This is an optimization exercise on Yosys and OpenROAD, whose aim is small area, a short achievable clock period and few clock cycles per item, not a production implementation.
Function was checked by simulation only, so behaviour that the tests miss may differ from the original.
Power and IR drop assume default switching activity.

== run A ==
==> module ran_divu, before the edit <==
module ran_divu (
  input  logic        clk,
  input  logic        rst_n,
  input  logic        p_first,    
  input  logic        p_last,     
  input  logic        p_dneg,     
  input  logic        we_a,       
  input  logic        we_b,       
  input  logic [64:0] macc,
  input  logic        release_i,  
  output logic        idle,       
  output logic        done,       
  output logic [64:0] a,          
  output logic [63:0] b,
  output logic [63:0] h,
  output logic [31:0] ns_lo,
  output logic [31:0] ds_lo,
  output logic        ovf,
  output logic        neg_res,
  output logic        zden,
  output logic        znum,
  output logic        dneg
);
  typedef enum logic [2:0] { P_IDLE, P_P, P_D1, P_D2, P_FULL } pstate_t;
  typedef enum logic [1:0] { G_IDLE, G_RUN, G_DONE } gstate_t;
  pstate_t ps_r;
  gstate_t gs_r;
  logic [64:0] pa_r;          
  logic [63:0] pb_r;          
  logic pdneg_r;
  logic [63:0] a_r;           
  logic [63:0] b_r;
  logic [63:0] ns_r, ds_r;    
  logic nneg_r, dneg_r, zden_r, znum_r;
  logic [63:0] pabs;
  logic pa_zero, pb_zero, load;
  assign pabs = pa_r[64] ? (~pa_r[63:0] + 64'd1) : pa_r[63:0];
  assign pa_zero = (pa_r == '0);
  assign pb_zero = (pb_r == '0);
  assign load = (ps_r == P_FULL) && ((gs_r == G_IDLE) || release_i);
  logic [64:0] dab, sab, gx, tzv;
  logic [63:0] gsh;
  logic a_ge_b, g_to_a, g_eq, both_odd, g_done, g_neg;
  logic [64:0] dabc;
  ran_add64 u_dab (.a(a_r), .b(~b_r), .ci(1'b1), .y(dabc));
  ran_add64 u_sab (.a(a_r), .b(b_r), .ci(1'b0), .y(sab));
  assign dab = {!dabc[64], dabc[63:0]};
  assign a_ge_b = dabc[64];
  assign g_eq = (a_r == b_r);
  assign both_odd = a_r[0] && b_r[0];
  assign g_done = (gs_r == G_RUN) && ((both_odd && g_eq) || (a_r == '0)) && (ns_r[0] || ds_r[0]);
  always_comb begin
    g_neg = 1'b0;
    if (load) gx = pabs[0] ? {1'b0, pb_r} : {1'b0, pabs};
    else if (!a_r[0]) gx = {1'b0, a_r};
    else if (!b_r[0]) gx = {1'b0, b_r};
    else if (a_r[1] != b_r[1]) gx = sab;
    else if (a_ge_b) gx = dab;
    else if (dab[8:2] != '0) begin gx = ~dab; g_neg = 1'b1; end
    else gx = sab;
    tzv = g_neg ? dab : gx;
    if (tzv[1]) gsh = gx[64:1];
    else if (tzv[2]) gsh = gx[64:2];
    else if (tzv[3]) gsh = {1'b0, gx[64:3]};
    else if (tzv[4]) gsh = {2'b0, gx[64:4]};
    else if (tzv[5]) gsh = {3'b0, gx[64:5]};
    else if (tzv[6]) gsh = {4'b0, gx[64:6]};
    else if (tzv[7]) gsh = {5'b0, gx[64:7]};
    else gsh = {6'b0, gx[64:8]};
    if (g_neg) gsh[0] = 1'b1;
  end
  assign g_to_a = !a_r[0] || (b_r[0] && a_ge_b);
  logic hsmall, ge_n, eq_n, ge_d;
  assign hsmall = (b_r[63:33] == '0);
  assign ge_n = hsmall && (ns_r[63:31] >= b_r[32:0]);
  assign eq_n = hsmall && (ns_r[63:31] == b_r[32:0]) && (ns_r[30:0] == '0);
  assign ge_d = hsmall && (ds_r[63:31] >= b_r[32:0]);
  assign neg_res = nneg_r ^ dneg_r;
  assign ovf = (neg_res ? (ge_n && !eq_n) : ge_n) || ge_d;
  always_ff @(posedge clk) begin
    if (!rst_n) begin
      ps_r <= P_IDLE;
      gs_r <= G_IDLE;
    end else begin
      case (ps_r)
        P_IDLE: if (p_last) ps_r <= P_D1; else if (p_first) ps_r <= P_P;
        P_P: if (p_last) ps_r <= P_D1;
        P_D1: ps_r <= P_D2;
        P_D2: ps_r <= P_FULL;
        P_FULL: if (load) ps_r <= P_IDLE;
        default: ps_r <= P_IDLE;
      endcase
      if (load) gs_r <= (pa_zero || pb_zero) ? G_DONE : G_RUN;
      else if (release_i) gs_r <= G_IDLE;
      else if (g_done) gs_r <= G_DONE;
    end
  end
  always_ff @(posedge clk) begin
    if (we_a) pa_r <= macc;
    if (we_b) pb_r <= macc[63:0];
    if (p_last) pdneg_r <= p_dneg;
    if (load) begin
      a_r <= pabs[0] ? pabs : gsh;
      b_r <= (pabs[0] && !pb_r[0]) ? gsh : pb_r;
      ns_r <= pabs;
      ds_r <= pb_r;
      nneg_r <= pa_r[64];
      dneg_r <= pdneg_r;
      zden_r <= pb_zero;
      znum_r <= pa_zero;
    end else if (gs_r == G_RUN) begin
      if (!ns_r[0] && !ds_r[0]) begin
        ns_r <= {1'b0, ns_r[63:1]};
        ds_r <= {1'b0, ds_r[63:1]};
      end
      if (g_to_a) a_r <= gsh;
      else b_r <= gsh;
    end
  end
  assign idle = (ps_r == P_IDLE);
  assign done = (gs_r == G_DONE) || g_done;
  assign a = pa_r;
  assign b = pb_r;
  assign h = b_r;
  assign ns_lo = ns_r[31:0];
  assign ds_lo = ds_r[31:0];
  assign zden = zden_r;
  assign znum = znum_r;
  assign dneg = dneg_r;
endmodule
==> flow/config.mk <==
export PLATFORM = sky130hd
export DESIGN_NAME = rational_arith_normalize_core
export DESIGN_NICKNAME = rational_arith_normalize_core
export VERILOG_FILES = /design/flow/design.v
export SDC_FILE = /design/flow/constraint.sdc
export NUM_CORES = 4
export LEC_CHECK = 0
export CAP_MARGIN = 30
export CORE_MARGIN = 2
export CORE_UTILIZATION = 40
export SETUP_SLACK_MARGIN = 5
export SLEW_MARGIN = 30
==> flow/constraint.sdc <==
create_clock -name core_clock -period 11.0 [get_ports {clk}]
set_input_delay 2.2000 -clock core_clock [delete_from_list [all_inputs] [get_ports {clk}]]
set_output_delay 2.2000 -clock core_clock [all_outputs]
set_load 0.01 [all_outputs]
run.sh (not shown) runs the stock make flow with config.mk's settings and CLKGATE_MAP_FILE= SYNTH_SCRIPT=/design/flow/synth_recipe.tcl, a recipe that flattens the netlist after the stock synthesis.
Testbench counts of run A, summed over its fixed seeds: cycles 17,653, items 960.
[inputs] run B vs run A
--- a/flow/design.v
+++ b/flow/design.v
@@ -63,14 +63,13 @@
   assign a_ge_b = dabc[64];
   assign g_eq = (a_r == b_r);
   assign both_odd = a_r[0] && b_r[0];
   assign g_done = (gs_r == G_RUN) && ((both_odd && g_eq) || (a_r == '0)) && (ns_r[0] || ds_r[0]);
   always_comb begin
     g_neg = 1'b0;
-    if (load) gx = pabs[0] ? {1'b0, pb_r} : {1'b0, pabs};
-    else if (!a_r[0]) gx = {1'b0, a_r};
+    if (!a_r[0]) gx = {1'b0, a_r};
     else if (!b_r[0]) gx = {1'b0, b_r};
     else if (a_r[1] != b_r[1]) gx = sab;
     else if (a_ge_b) gx = dab;
     else if (dab[8:2] != '0) begin gx = ~dab; g_neg = 1'b1; end
     else gx = sab;
     tzv = g_neg ? dab : gx;
@@ -112,14 +111,14 @@
   end
   always_ff @(posedge clk) begin
     if (we_a) pa_r <= macc;
     if (we_b) pb_r <= macc[63:0];
     if (p_last) pdneg_r <= p_dneg;
     if (load) begin
-      a_r <= pabs[0] ? pabs : gsh;
-      b_r <= (pabs[0] && !pb_r[0]) ? gsh : pb_r;
+      a_r <= pabs;
+      b_r <= pb_r;
       ns_r <= pabs;
       ds_r <= pb_r;
       nneg_r <= pa_r[64];
       dneg_r <= pdneg_r;
       zden_r <= pb_zero;
       znum_r <= pa_zero;
==> comparison <==
The flow did not stop early for run B: all stages ran, and the layout cleared the timing, design-rule and antenna checks.
STATUS die area: run B wins against run A
Re non-clock buffer count: run B is 232 down on run A.
Run A → run B: share of the core filled with cells saw a decrease; parity-gate share of the synthesized area counting xor and xnor cells saw little to no change; multi-input gate area in the final layout saw a decrease.
Worst setup path endpoint: u_fe.a_r[28]$_DFFE_PP_ -> run B, u_fe.b_r[57]$_DFFE_PP_ -> run A
Run A -> run B: clock slew at the register clock pins of the worst setup and hold paths flat
Overall power of the completed layout down 5.0% in run B wrt run A
Sort run A and run B by placed cell count, descending, and run A comes first.
Testbench counts of run B, summed over its fixed seeds: cycles 18,149, items 960.

==> port drivers added, routing unchanged <==
No port has a modelled driver above. Below, the same layouts with a new extraction and two added sets of constraints. Step 1 sets driving cells, clkbuf_16 on the clock port and buf_2 on the other inputs (assumed; they add their load-dependent delay and slew). Step 2 times the ports against the registers' clock, not the clock port: input delays grow and output delays shrink by t, the midpoint of the rising clock arrivals with the driver on. Slacks: ideal / step 1 / step 2; pairs: ideal / step 1.
| run | t, ns | slack for setup (ns) | hold slack, ns | latest minus earliest clock arrival (ns) | worst slew at a driven data input, ns |
|---|---|---|---|---|---|
| run A | 0.851 | 4.633 / 4.633 / 4.633 | 0.324 / 0.324 / 0.324 | 0.117 / 0.117 | 0.07 |
| run B | 0.826 | 4.934 / 4.934 / 4.934 | 0.329 / 0.329 / 0.329 | 0.093 / 0.093 | 0.07 |
After both steps every run listed still meets setup and hold.
